Source: an optimization exercise on an open RTL-to-GDS flow (aim: small area). Production flows keep margins and buffers that such runs may drop.
Only simulation tests tie the RTL to the original design; equivalence was not proved.
Power figures rest on the tool's default switching activity, not on a simulated workload.

### flow/config.mk
export PLATFORM = sky130hd
export DESIGN_NAME = lane_array_serializer
export DESIGN_NICKNAME = lane_array_serializer
export VERILOG_FILES = /design/flow/design.v
export SDC_FILE = /design/flow/constraint.sdc
export NUM_CORES = 4
export LEC_CHECK = 0
export CAP_MARGIN = 20
export CORE_MARGIN = 2
export CORE_UTILIZATION = 55
export SLEW_MARGIN = 20
export SYNTH_HIERARCHICAL = 1
export SYNTH_MINIMUM_KEEP_SIZE = 0
### flow/constraint.sdc
create_clock -name core_clock -period 4.0 [get_ports {clk}]
set_input_delay 0.8000 -clock core_clock [delete_from_list [all_inputs] [get_ports {clk}]]
set_output_delay 0.8000 -clock core_clock [all_outputs]
set_load 0.01 [all_outputs]
### flow/design.v
module lane_array_serializer #(
   parameter  int LANES      = 16,
   parameter  int WIDTH      = 32,
   parameter  int BEAT_LANES = 4,
   localparam int BEATS      = LANES / BEAT_LANES,
   localparam int BIDX_W     = (BEATS > 1) ? $clog2(BEATS) : 1
) (
   input  logic                        clk,
   input  logic                        rst_n,
   input  logic                        in_valid,
   output logic                        in_ready,
   input  logic [LANES*WIDTH-1:0]      in_data,
   input  logic [LANES-1:0]            in_mask,
   output logic                        out_valid,
   input  logic                        out_ready,
   output logic [BEAT_LANES*WIDTH-1:0] out_data,
   output logic [BEAT_LANES-1:0]       out_mask,
   output logic [BIDX_W-1:0]           out_beat,
   output logic                        out_last,
   output logic                        busy
);
   generate
      if (LANES % BEAT_LANES != 0) begin : g_bad_cfg
         $fatal(1, "lane_array_serializer: LANES must be a multiple of BEAT_LANES");
      end
   endgenerate
   logic                   busy_q;
   logic [BIDX_W-1:0]      beat_q;
   logic [LANES*WIDTH-1:0] held_q;
   logic [LANES-1:0]       hmask_q;
   logic                   last, accept;
   assign last     = (beat_q == BIDX_W'(BEATS - 1));
   assign in_ready = !busy_q || (last && out_ready);
   assign accept   = in_valid && in_ready;
   always_ff @(posedge clk or negedge rst_n) begin
      if (!rst_n) busy_q <= 1'b0;
      else        busy_q <= accept || keep;
   end
   always_ff @(posedge clk) begin
      if (accept)                 beat_q <= '0;
      else if (busy_q && out_ready) beat_q <= beat_q + 1'b1;
   end
   logic keep;
   assign keep = busy_q && !(last && out_ready);
   for (genvar b = 0; b < LANES*WIDTH; b++) begin : g_held
      lane_array_serializer_hold u_bit (.clk(clk), .load(accept), .keep(keep), .d(in_data[b]), .q(held_q[b]));
   end
   for (genvar b = 0; b < LANES; b++) begin : g_hmask
      lane_array_serializer_hold u_bit (.clk(clk), .load(accept), .keep(keep), .d(in_mask[b]), .q(hmask_q[b]));
   end
   logic [LANES-1:0] sel;
   always_comb begin
      out_mask = '0;
      for (int k = 0; k < BEATS; k++) begin
         for (int j = 0; j < BEAT_LANES; j++) begin
            sel[k*BEAT_LANES+j] = (beat_q == BIDX_W'(k)) && hmask_q[k*BEAT_LANES+j];
            if (beat_q == BIDX_W'(k)) out_mask[j] = hmask_q[k*BEAT_LANES+j];
         end
      end
   end
   for (genvar j = 0; j < BEAT_LANES; j++) begin : g_olane
      for (genvar i = 0; i < WIDTH; i++) begin : g_obit
         logic [BEATS-1:0] s, d;
         for (genvar k = 0; k < BEATS; k++) begin : g_src
            assign s[k] = sel[k*BEAT_LANES+j];
            assign d[k] = held_q[(k*BEAT_LANES+j)*WIDTH+i];
         end
         logic y3_n;
         lane_array_serializer_pick_n #(.N(BEATS-1)) u_pick (.s(s[BEATS-2:0]), .d(d[BEATS-2:0]), .y_n(y3_n));
         assign out_data[j*WIDTH+i] = !y3_n || (s[BEATS-1] && d[BEATS-1]);
      end
   end
   assign out_valid = busy_q;
   assign busy      = busy_q;
   assign out_beat  = beat_q;
   assign out_last  = last;
endmodule
module lane_array_serializer_hold (
   input  logic clk,
   input  logic load,
   input  logic keep,
   input  logic d,
   output logic q
);
   always_ff @(posedge clk) q <= (load & d) | (keep & q);
endmodule
module lane_array_serializer_pick_n #(
   parameter int N = 3
) (
   input  logic [N-1:0] s,
   input  logic [N-1:0] d,
   output logic         y_n
);
   assign y_n = !(|(s & d));
endmodule
### flow/flow/run.sh
#!/bin/bash
# Standard layout, with the port buffers made from the smallest buffer cell, a leaner clock tree,
# and pins allowed on every routing track so that a denser core still has room for them.
set -o pipefail
export BUFFER_PORTS_ARGS="-buffer_cell sky130_fd_sc_hd__buf_1"
export CTS_ARGS="-sink_clustering_enable -repair_clock_nets -dont_use_dummy_load -buf_list {sky130_fd_sc_hd__clkbuf_8} -sink_clustering_size 18 -sink_clustering_max_diameter 60"
export PLACE_PINS_ARGS="-min_distance 1 -min_distance_in_tracks"
bash standard.sh > standard.log 2>&1
### flow/standard.sh
#!/bin/bash
# synth_recipe.tcl (not shown) runs the flow's synth.tcl, then flattens the netlist and writes it again
# the make line also repeats each setting of config.mk as NAME=value (left out here)
make -C /OpenROAD-flow-scripts/flow DESIGN_CONFIG=/design/flow/config.mk WORK_HOME=/design/flow/orfs CLKGATE_MAP_FILE= SYNTH_SCRIPT=/design/flow/synth_recipe.tcl "${@:-finish}"
==> results of run 1 <==
[synth_stat cells (2+ instances only)]
cell type	n	share of area, %
clkbuf_1	2	0.042
nand2_1	267	5.6
a222oi_1	128	7.1
o211ai_1	4	0.17
ha_1	4	0.28
and2_1	8	0.28
buf_2	4	0.11
a21oi_1	4	0.11
inv_1	16	0.33
o21ai_0	2	0.056
dfxtp_1	530	59
a22o_1	528	26
o21a_1	4	0.17
buf_6	13	0.81
[report_power, final]
group | internal [mW] | switching, mW | total [mW]
Combinational | 2.13 | 2.39 | 4.52
Sequential | 7.23 | 1.04 | 8.27
Clock | 0.839 | 1.60 | 2.44
Total | 10.2 | 5.02 | 15.2
[worst paths after layout]
path / slack [ns] / start / cells after the start / end
setup / recovery: 0.36 / beat_q[0] / 7 / out_data[52]
hold / removal: 0.43 / in_data[218] / 2 / g_held[218].u_bit.q
setup reg to reg: 1.83 / busy_q / 3 / g_held[179].u_bit.q
hold reg to reg: 0.47 / g_hmask[14].u_bit.q / 1 / g_hmask[14].u_bit.q
max in group asynchronous: 3.33 / rst_n / 2 / busy_q
min in group asynchronous: 0.57 / rst_n / 2 / busy_q
[Yosys stat by module (local to each module, per instance), a selection]
module | cells | flops+latches | cell area (sq um) | copies in the design
lane_array_serializer_hold | 2 | 1 | 28.8 | 528
lane_array_serializer | 338 | 3 | 1540 | 1
[critical path, stage by stage, from the launching register on]
cell	delay (ns)
dfxtp_2	0.38
inv_1	0.09
ha_1	0.30
and2_1	0.70
buf_4	0.37
a222oi_1	0.12
nand2_1	0.08
buf_1	0.23
[cells by family (layout without fill, tap and decap cells)]
group	count (synthesis)	count (layout)
and+or+nand+nor	279	279
AOI/OAI and AO/OA	671	671
DFF	531	531
buffers and inverters	36	748
adders and majority gates	4	4
muxes	1	1
other	0	40
[registers in the layout (all words and copies together) (netlist names)]
register         flops
g_hmask.u_bit.q     16
busy_q               1
g_held.u_bit.q     512
beat_q               2
[stage by stage]
stage	util, %	std cells	area (sq um)	hold WS (ns)	power, mW
floorplan	-	1522	18000	0.432	11.9
global placement	65.4	2638	21200	0.445	12.6
detailed placement	65.4	2638	21200	0.449	12.8
CTS	67.0	2676	21700	0.410	15.2
global route	67.3	2704	21800	0.406	16.1
finish	67.3	2716	21800	0.430	15.2
[what timing repair did]
item | 4_1_cts | 5_1_grt
setup buffers | 0 | 0
hold buffers | 1 | 0
endpoints found under the hold margin | 1 | 0
[metal layers]
metal  global-route usage, %  vias to the layer above  share of wire [%]
met3                    13.4                      197                 12
li1                        -                     7633                  -
met2                    46.2                      828                 43
met5                       0                        -               0.29
met4                    18.7                       28                5.5
met1                    39.9                     7858                 39
[cell type report]
| type | count | area (sq um) |
|---|---|---|
| Antenna cell | 40 | 100 |
| Multi-Input combinational cell | 955 | 7170 |
| Timing Repair Buffer | 695 | 2770 |
| Sequential cell | 531 | 10600 |
| Inverter | 16 | 60.1 |
| Tap cell | 442 | 553 |
| Fill cell | 2821 | 10600 |
| Clock buffer | 37 | 509 |
==> flow_summary.json, run 1 <==
{
  "numCtsBuffers": 37,
  "leakage_nw": 9.15,
  "grt_max_degree": 204,
  "fin_crit_ns": 3.64,
  "drive_gt1_share_pct": 3.04,
  "ys.flop_type": "dfxtp_1",
  "dr.pass1.iters": 6,
  "synth_warnings": 8,
  "vias_per_cell": 6.09,
  "num_rows": 66,
  "fin_nets": 2772,
  "cts_resized": 0,
  "final_common_cell": "buf_1",
  "required_ns": 3.20,
  "drcViolationCount": 0,
  "wl_per_cell_um": 21.7,
  "crit_type": "register to output pin",
  "grt_pass1_vias": 15560,
  "dr_total_vias": 16544,
  "ir_drop_mv": 0.420,
  "start_kind": "register",
  "cts-root-buf": "clkbuf_8",
  "min_path_type": "input port to register",
  "antenna_found_initial": 51,
  "synth_top_family_by_area": "compound AO/OA/AOI/OAI gates",
  "ys_ff_latch": 531,
  "drt_iter0_markers": 1940,
  "htree_num_levels": 2,
  "rsz0062_at_grt": "no",
  "yosys.area_share.simple_pct": 5.96,
  "critPathMaxFanout": 17,
  "synthesis.area_sq_um": 18000,
  "synth_nets": 2058,
  "cts_buffer_depth": 3,
  "synth_fa_ha_area_share_pct": 0.278,
  "status": "timing/DRC/antenna clean",
  "endpoint_kind": "output pin",
  "antenna_left": 0,
  "cp.arrival_ns": 2.84,
  "fin_ws_ns": 0.359,
  "avgSynthCellArea_sq_um": 11.8,
  "grtUsageTotal_pct": 32.0,
  "synthMuxAreaShare_pct": 0.0556,
  "grt.overflow.total": 0,
  "die_y_um": 185,
  "fin_crit_sh_pct": 91.0,
  "tightest_slew_ns": 0.939,
  "syn_inst": 1522,
  "ys_seq_area_share_pct": 59.0,
  "area_growth_pct": 21.0,
  "hpwl_um": 39600,
  "die_width_um": 185,
  "gp_congestion": 0.892,
  "core_sq_um": 32400,
  "drt-total-wl_um": 59000,
  "dieArea_sq_um": 34200,
  "pin_count": 670,
  "finalMaxSlewViolations": 0,
  "cts.clk_slew.worst_paths_ns": 0.11,
  "grt_pass1_wl_um": 86100,
  "synth_cell_type_count": 22,
  "insertion_delay_ns": 0.56,
  "floorplan.initialDensity_pct": 55.6,
  "final_cell_mix": "buf_1, a22o_1, dfxtp_1",
  "cap_violations": 0,
  "synthXorXnorAreaFrac_pct": 0,
  "setup_tns_ns": 0,
  "dp_worst_setup_slack_ns": 0.986,
  "slew_headroom_pct": 37.4,
  "synth-compound-area-share_pct": 33.3,
  "ys_async_sr_fraction_pct": 0.188,
  "skew_ns": 0.0308,
  "io_buffers": 669,
  "clkSinkCount": 531,
  "p_per_area_nw_per_um2": 698,
  "finalSetupViolations": 0,
  "hold_violations": 0,
  "fmax_mhz": 275,
  "cts_tree": "yes",
  "synth_enable_flop_cells": 0
}
==> inputs of run 2 (changes only) <==
==> flow/flow/run.sh (replaced) <==
#!/bin/bash
# Standard layout, with the port buffers made from the smallest buffer cell, a leaner clock tree,
# and pins allowed on every routing track so that a denser core still has room for them.
set -o pipefail
export BUFFER_PORTS_ARGS="-buffer_cell sky130_fd_sc_hd__buf_1"
export CTS_ARGS="-sink_clustering_enable -repair_clock_nets -dont_use_dummy_load -buf_list {sky130_fd_sc_hd__clkbuf_4} -sink_clustering_size 10 -sink_clustering_max_diameter 35"
export PLACE_PINS_ARGS="-min_distance 1 -min_distance_in_tracks"
bash standard.sh > standard.log 2>&1
==> run 2 against run 1 <==
Compared with the run above:
- still clean on timing, DRC and antenna
- routed wire length is 1.2% higher
- register-to-register slack hardly changed
- design area is 0.50% higher
- critical path depth stayed put
- largest power group unchanged
==> flow_summary.json, run 2 <==
{
  "status": "timing/DRC/antenna clean",
  "top_register": "g_held.u_bit.q",
  "drive_gt1_share_pct": 4.92,
  "floorplan.initialDensity_pct": 55.6,
  "synth_nets": 2058,
  "critPathMaxFanout": 17,
  "top_regs": "g_held.u_bit.q x512, g_hmask.u_bit.q x16, beat_q x2",
  "yosys-top-cells-area": "dfxtp_1, a22o_1, a222oi_1",
  "ir_drop_mv": 0.424,
  "hpwl_um": 39600,
  "numCtsBuffers": 81,
  "cts_resized": 0,
  "drt-total-wl_um": 59700,
  "tightest_slew_ns": 0.944,
  "avgSynthCellArea_sq_um": 11.8,
  "dieArea_sq_um": 34200,
  "drcViolationCount": 0,
  "dr.pass1.iters": 7,
  "htree_num_levels": 3,
  "hold_path_depth": 2,
  "r2r-end": "g_held[452].u_bit.q",
  "synth_enable_flop_cells": 0,
  "min_path_type": "input port to register",
  "leakage_nw": 9.25,
  "slew_headroom_pct": 37.1,
  "die_width_um": 185,
  "start_kind": "register",
  "yosysMostFrequentCell": "dfxtp_1",
  "endpoint_kind": "output pin",
  "synth_common_cells": "dfxtp_1, a22o_1, nand2_1",
  "ys_seq_area_share_pct": 59.0,
  "rsz0062_at_grt": "no",
  "gp_congestion": 0.892,
  "die_y_um": 185,
  "grt.overflow.total": 0,
  "fin_crit_sh_pct": 95.0,
  "synth_warnings": 8,
  "fin_nets": 2816,
  "final_common_cell": "buf_1",
  "setup_tns_ns": 0,
  "hold_violations": 0,
  "rr_startpoint": "busy_q",
  "ys_ff_latch": 531,
  "cp.arrival_ns": 3.00,
  "crit_type": "register to output pin",
  "ys_async_sr_fraction_pct": 0.188,
  "yosysTopAreaCell": "dfxtp_1",
  "cts.clk_slew.worst_paths_ns": 0.11,
  "clkSinkCount": 531,
  "fmax_mhz": 263,
  "area_growth_pct": 21.6,
  "grt_pass1_wl_um": 87400,
  "yosys.area.top_type_share_pct": 58.9,
  "antenna_found_initial": 50,
  "synthesis.area_sq_um": 18000,
  "cts_buffer_depth": 3,
  "fin_area_sq_um": 21900,
  "vias_per_cell": 6.04,
  "cts_tree": "yes",
  "cap_violations": 0,
  "min_to": "g_held[5].u_bit.q",
  "grt_max_degree": 204,
  "synth_cell_type_count": 22,
  "post_cts_buffers": 0,
  "required_ns": 3.20,
  "p_per_area_nw_per_um2": 704,
  "fin_crit_ns": 3.80,
  "wl_per_cell_um": 21.6,
  "drt_iter0_markers": 1832,
  "final_cell_mix": "buf_1, a22o_1, dfxtp_1",
  "dr_total_vias": 16691,
  "insertion_delay_ns": 0.77,
  "pin_count": 670,
  "ys.flop_type": "dfxtp_1",
  "worstHoldStart": "in_data[5]",
  "finalSetupViolations": 0,
  "finalMaxSlewViolations": 0,
  "io_buffers": 669,
  "dp_worst_setup_slack_ns": 0.986,
  "skew_ns": 0.0478,
  "dpl-instance-area_sq_um": 21200,
  "whs_ns": 0.237,
  "core_sq_um": 32400,
  "grtUsageTotal_pct": 32.8,
  "reg2reg_depth": 3,
  "fin_ws_ns": 0.199,
  "antenna_left": 0,
  "largest_reg_flops": 512,
  "syn_inst": 1522,
  "cts-root-buf": "clkbuf_4",
  "num_rows": 66,
  "grt_pass1_vias": 15940,
  "r2r_slack_ns": 1.82,
  "p_total_mw": 15.4
}
## run 2: worst max-delay path by stage
stage | start | to
5_1_grt | beat_q[0] | out_data[52]
2_1_floorplan | beat_q[0] | g_held[0].u_bit.q
3_3_place_gp | beat_q[0] | out_data[52]
3_5_place_dp | beat_q[0] | out_data[52]
4_1_cts | beat_q[0] | out_data[52]
6_report | beat_q[0] | out_data[52]
## run 2: per-layer routing
metal  track usage [%]  vias up  share of wire (%)
met5                 0        -               0.27
met4              19.5       26                4.9
met3              15.3      173                 12
met2              46.9      860                 44
met1              40.1     7870                 39
li1                  -     7762                  -
## run 2: what timing repair did
item	4_1_cts	5_1_grt
hold buffers	1	0
endpoints found under the setup margin	0	0
hold endpoints to repair	1	0
## run 2: where the power goes
group / internal, mW / switching, mW
clock network: 0.930 / 1.70
logic: 2.13 / 2.39
registers: 7.24 / 1.04
total: 10.3 / 5.14
## run 2: through the flow
stage,instances,util (%)
2_1_floorplan,1522,-
3_3_place_gp,2638,65.4
3_5_place_dp,2638,65.4
4_1_cts,2720,67.3
5_1_grt,2749,67.6
6_report,2764,67.7
## run 2: kinds of logic (layout without fill, tap and decap cells)
logic type	after synthesis	in the layout	share of synthesized area, %
AOI/OAI and AO/OA	671	671	33.3
adders and majority gates	4	4	0.278
buffers and inverters	36	792	1.34
DFF	531	531	59.0
muxes	1	1	0.0556
other	0	44	0
and+or+nand+nor	279	279	5.96
## run 2: final cells by class
type | instances | area [sq um]
antenna | 44 | 110
clock buffer | 81 | 608
fill | 2810 | 10500
inverter | 16 | 60.1
multi-input combinational | 955 | 7170
sequential | 531 | 10600
tap | 442 | 553
timing repair buffer | 695 | 2770
## run 2: critical path: stages (launching register included)
cell and delay [ns]:
dfxtp_2 0.37, inv_1 0.09, ha_1 0.30, and2_1 0.69
buf_4 0.38, a222oi_1 0.12, nand2_1 0.08, buf_1 0.24
## run 2: modules after synthesis, one instance, submodules excluded, a selection
module | copies in the design | cells | flops+latches
lane_array_serializer | 1 | 338 | 3
lane_array_serializer_hold | 528 | 2 | 1
==> inputs of run 3 (changes only) <==
--- a/flow/design.v
+++ b/flow/design.v
@@ -42,9 +42,18 @@
    end
    logic keep;
    assign keep = busy_q && !(last && out_ready);
-   for (genvar b = 0; b < LANES*WIDTH; b++) begin : g_held
+   localparam int NLAST = BEAT_LANES*WIDTH;
+   logic [NLAST-1:0] held_last_n;
+   logic             accept_n;
+   assign accept_n = !accept;
+   for (genvar b = 0; b < LANES*WIDTH - NLAST; b++) begin : g_held
       lane_array_serializer_hold u_bit (.clk(clk), .load(accept), .keep(keep), .d(in_data[b]), .q(held_q[b]));
    end
+   for (genvar b = 0; b < NLAST; b++) begin : g_held_last
+      lane_array_serializer_hold_n u_bit (.clk(clk), .load_n(accept_n), .keep(keep), .d(in_data[LANES*WIDTH-NLAST+b]),
+                                          .q_n(held_last_n[b]));
+   end
+   assign held_q[LANES*WIDTH-1 -: NLAST] = ~held_last_n;
    for (genvar b = 0; b < LANES; b++) begin : g_hmask
       lane_array_serializer_hold u_bit (.clk(clk), .load(accept), .keep(keep), .d(in_mask[b]), .q(hmask_q[b]));
    end
@@ -58,6 +67,8 @@
          end
       end
    end
+   logic [BEAT_LANES-1:0] sel_last_n;
+   assign sel_last_n = ~sel[LANES-1 -: BEAT_LANES];
    for (genvar j = 0; j < BEAT_LANES; j++) begin : g_olane
       for (genvar i = 0; i < WIDTH; i++) begin : g_obit
          logic [BEATS-1:0] s, d;
@@ -67,7 +78,8 @@
          end
          logic y3_n;
          lane_array_serializer_pick_n #(.N(BEATS-1)) u_pick (.s(s[BEATS-2:0]), .d(d[BEATS-2:0]), .y_n(y3_n));
-         assign out_data[j*WIDTH+i] = !y3_n || (s[BEATS-1] && d[BEATS-1]);
+         lane_array_serializer_pick_last u_last (.y3_n(y3_n), .s_n(sel_last_n[j]),
+                                                 .d_n(held_last_n[j*WIDTH+i]), .y(out_data[j*WIDTH+i]));
       end
    end
    assign out_valid = busy_q;
@@ -93,3 +105,29 @@
 );
    assign y_n = !(|(s & d));
 endmodule
+module lane_array_serializer_hold_n (
+   input  logic clk,
+   input  logic load_n,
+   input  logic keep,
+   input  logic d,
+   output logic q_n
+);
+   logic kq_n;    
+   lane_array_serializer_nand2 u_kq (.a(keep), .b(q_n), .y(kq_n));
+   always_ff @(posedge clk) q_n <= !((load_n | d) & kq_n);
+endmodule
+module lane_array_serializer_nand2 (
+   input  logic a,
+   input  logic b,
+   output logic y
+);
+   assign y = !(a & b);
+endmodule
+module lane_array_serializer_pick_last (
+   input  logic y3_n,
+   input  logic s_n,
+   input  logic d_n,
+   output logic y
+);
+   assign y = !((s_n | d_n) & y3_n);
+endmodule
==> flow/flow/run.sh (replaced) <==
#!/bin/bash
# Standard layout, with the port buffers made from the smallest buffer cell, a leaner clock tree,
# and pins allowed on every routing track so that a denser core still has room for them.
set -o pipefail
export BUFFER_PORTS_ARGS="-buffer_cell sky130_fd_sc_hd__buf_1"
export CTS_ARGS="-sink_clustering_enable -repair_clock_nets -dont_use_dummy_load -buf_list {sky130_fd_sc_hd__clkbuf_8} -sink_clustering_size 18 -sink_clustering_max_diameter 60"
export PLACE_PINS_ARGS="-min_distance 1 -min_distance_in_tracks"
bash standard.sh > standard.log 2>&1
==> run 3 against run 2 <==
Compared with the run above:
- still clean
- count of clock-buffer cells in the layout is 44 lower
- worst hold slack better by 0.15 ns
- flip-flop and latch count stayed put
- die area is 2.7% lower
- worst setup slack better by 0.16 ns
- global-route usage is 0.54 points higher
- core utilization is 0.51 points higher
- sequential power is 0.7% lower
- design area is 2.0% lower
- clock power is 7% lower
- maximum frequency is 4.3% higher
- clock skew is 0.029 ns lower
- critical path type unchanged
- largest cell class unchanged
- largest power group unchanged
==> flow_summary.json, run 3 <==
{
  "reg2reg_depth": 7,
  "instances_no_fill": 2673,
  "required_ns": 3.20,
  "area_growth_pct": 22.5,
  "floorplan.initialDensity_pct": 55.7,
  "largest_reg_flops": 384,
  "top_register": "g_held.u_bit.q",
  "rsz0062_at_grt": "no",
  "status": "timing/DRC/antenna clean",
  "cap_violations": 0,
  "pwr-share-seq_pct": 54.5,
  "top_regs": "g_held.u_bit.q x384, g_held_last.u_bit.q_n x128, g_hmask.u_bit.q x16",
  "crit_end": "out_data[87]",
  "dpl-instance-area_sq_um": 20800,
  "hpwl_um": 38800,
  "die_width_um": 183,
  "synthesis.area_sq_um": 17500,
  "vias_per_cell": 6.16,
  "fillers": 2703,
  "finalMaxSlewViolations": 0,
  "p_comb_share_pct": 29.3,
  "grt_pass1_vias": 15576,
  "final_common_cell": "buf_1",
  "internal_power_mw": 10.0,
  "clkSinkCount": 531,
  "grt_pass1_wl_um": 87400,
  "htree_num_levels": 2,
  "yosysMostFrequentCell": "dfxtp_1",
  "syn_inst": 1497,
  "yosysTopAreaCell": "dfxtp_1",
  "synth_warnings": 9,
  "hold_violations": 0,
  "numCtsBuffers": 37,
  "cp-startpoint": "beat_q[0]",
  "synth_enable_flop_cells": 0,
  "rr_startpoint": "beat_q[0]",
  "fin_nets": 2771,
  "hold_buffers": 1,
  "drt_iter0_markers": 1774,
  "fmax_mhz": 274,
  "p_sw_share_pct": 33.5,
  "endpoint_kind": "output pin",
  "yosys.area.top_type_share_pct": 60.5,
  "synth_nets": 2033,
  "p_per_area_nw_per_um2": 703,
  "cts_tree": "yes",
  "cts-root-buf": "clkbuf_8",
  "synth_common_cells": "dfxtp_1, a22o_1, o21ai_1",
  "dr_total_vias": 16458,
  "gp_congestion": 0.907,
  "fin_crit_sh_pct": 91.1,
  "grt_max_degree": 234,
  "ir_drop_mv": 0.461,
  "wl_per_cell_um": 21.9,
  "cp.arrival_ns": 2.84,
  "fin_area_sq_um": 21500,
  "dp_cells": 2597,
  "antenna_found_initial": 41,
  "pin_count": 670,
  "drcViolationCount": 0,
  "cts_buffer_depth": 3,
  "ys.flop_type": "dfxtp_1",
  "ys_async_sr_fraction_pct": 0.188,
  "tightest_slew_ns": 1.15,
  "avgSynthCellArea_sq_um": 11.7,
  "ys_ff_latch": 531,
  "r2r_slack_ns": 1.31,
  "core_sq_um": 31500,
  "min_path_type": "input port to register",
  "grtUsageTotal_pct": 33.3,
  "num_rows": 65,
  "synth_cell_type_count": 22,
  "drive_gt1_share_pct": 3.36,
  "start_kind": "register",
  "p_total_mw": 15.1,
  "final_cell_mix": "buf_1, dfxtp_1, a22o_1",
  "dr.pass1.iters": 6,
  "r2r-end": "g_held[256].u_bit.q",
  "fin_crit_ns": 3.64,
  "post_cts_buffers": 0,
  "slowest_stage": "and2_1",
  "cts.clk_slew.worst_paths_ns": 0.11,
  "skew_ns": 0.0185,
  "grt.overflow.total": 0,
  "cts_resized": 0,
  "antenna_left": 0,
  "critPathMaxFanout": 17,
  "dieArea_sq_um": 33300,
  "clkPwrFrac_pct": 16.3,
  "io_buffers": 669,
  "die_y_um": 183,
  "leakage_nw": 8.32,
  "crit_type": "register to output pin",
  "yosys-top-cells-area": "dfxtp_1, a22o_1, a222oi_1",
  "slew_headroom_pct": 23.5,
  "drt-total-wl_um": 58500,
  "path_cells": "inv_1 -> ha_1 -> and2_1 -> buf_4 -> a222oi_1 -> o21ai_1 -> buf_1",
  "finalSetupViolations": 0,
  "switching_power_mw": 5.06,
  "insertion_delay_ns": 0.56,
  "ys_seq_area_share_pct": 60.7,
  "max_stage_delay_ns": 0.67
}
## run 3: cell count changes in the layout (fill, tap and decap cells not counted), sizes merged, moves of 6 or more
cell / previous run / this run
o21ai: 2 / 256
nand2: 267 / 139
a22o: 528 / 401
clkbuf: 81 / 37
inv: 16 / 8
buf: 694 / 700
diode: 44 / 38
nand2b: 0 / 6
## run 3: Yosys stat by module (local to each module, per instance), excerpt
| module | copies in the design | cells inside | flops+latches |
|---|---|---|---|
| lane_array_serializer_hold | 400 | 2 | 1 |
| lane_array_serializer | 1 | 57 | 3 |
| lane_array_serializer_nand2 | 128 | 1 | 0 |
| lane_array_serializer_pick_last | 128 | 1 | 0 |
| lane_array_serializer_hold_n | 128 | 2 | 1 |
## run 3: cell type report
class | count | area [sq um] | share of cell area, %
antenna | 38 | 95.1 | 0.443
timing repair buffer | 701 | 2830 | 13.2
inverter | 8 | 32.5 | 0.152
multi-input combinational | 956 | 6850 | 31.9
clock buffer | 37 | 509 | 2.37
tap | 402 | 503 | 2.34
sequential | 531 | 10600 | 49.6
## run 3: logic make-up (layout without fill, tap and decap cells)
family | after synthesis | count (layout) | share of synthesized area (%)
AOI/OAI and AO/OA | 794 | 794 | 35.0
adders and majority gates | 4 | 4 | 0.286
buffers and inverters | 10 | 746 | 0.293
DFF | 531 | 531 | 60.7
muxes | 2 | 2 | 0.121
other | 0 | 38 | 0
and+or+nand+nor | 156 | 156 | 3.64
## run 3: stage by stage
step | hold slack (ns) | TNS (ns) | util, % | worst slack [ns]
finish | 0.385 | 0 | 68.2 | 0.356
global route | 0.372 | 0 | 68.1 | 0.208
CTS | 0.365 | 0 | 67.9 | 0.365
detailed placement | 0.441 | 0 | 66.2 | 0.993
global placement | 0.436 | 0 | 66.2 | 1.03
floorplan | 0.430 | -651.77 | - | -1.26
## run 3: power by group through the flow
stage | logic, mW | clock network [mW] | registers [mW]
2_1_floorplan | 3.05 | 0 | 8.04
3_3_place_gp | 4.24 | 0 | 8.25
3_5_place_dp | 4.36 | 0 | 8.29
4_1_cts | 4.38 | 2.49 | 8.20
5_1_grt | 4.87 | 2.68 | 8.43
6_report | 4.42 | 2.45 | 8.22
## run 3: worst min path at each step
stage / slack (ns) / start / endpoint / cells past startpoint
after floorplan: 0.43 / g_held_last[0].u_bit.q_n / g_held_last[0].u_bit.q_n / 2
after global placement: 0.44 / g_held_last[115].u_bit.q_n / g_held_last[115].u_bit.q_n / 2
after detailed placement: 0.44 / g_held_last[37].u_bit.q_n / g_held_last[37].u_bit.q_n / 2
after CTS: 0.37 / in_data[388] / g_held_last[4].u_bit.q_n / 2
after global routing: 0.37 / in_data[390] / g_held_last[6].u_bit.q_n / 2
final: 0.39 / in_data[390] / g_held_last[6].u_bit.q_n / 2
## run 3: worst max-delay path: cells and delay by family (launching register included)
family	cells	cell delay (ns)
compound gates	2	0.23
fa+ha+maj	1	0.30
buf+inv	3	0.72
flops	1	0.37
simple gates	1	0.67
## run 3: per-layer routing
layer	global-route usage [%]	wire length (um)	share of wire, %
met4	19.0	3400	5.8
met3	13.4	7080	12
met5	0	101	0.17
met1	41.5	23000	39
met2	48.9	25000	43

-- afterwards: timing with drivers on the ports --
How much do the figures lean on ideal ports? The routed layouts below were timed once more, with nothing changed but the port constraints. Step 1 assumes that a clkbuf_16 drives the clock port and a buf_2 every other input. Step 2 moves the port delays by t, midway between the first and last clock arrival at a register: inputs arrive t later, outputs are due t later. That takes back most of the time a late clock gives input paths. Slacks: ideal ports / drivers / drivers and shift; pairs: ideal ports / drivers.
run	shift t [ns]	setup slack, ns	hold slack, ns	worst setup path at the end	worst register clock-pin slew, ns
run 1	0.605	0.359 / 0.308 / 0.913	0.430 / 0.407 / 0.475	register to output	0.11 / 0.11
run 2	0.780	0.199 / 0.150 / 0.930	0.237 / 0.226 / 0.467	register to output	0.11 / 0.11
run 3	0.609	0.356 / 0.307 / 0.917	0.385 / 0.360 / 0.451	register to output	0.11 / 0.11
After both steps every run listed still meets setup and hold.
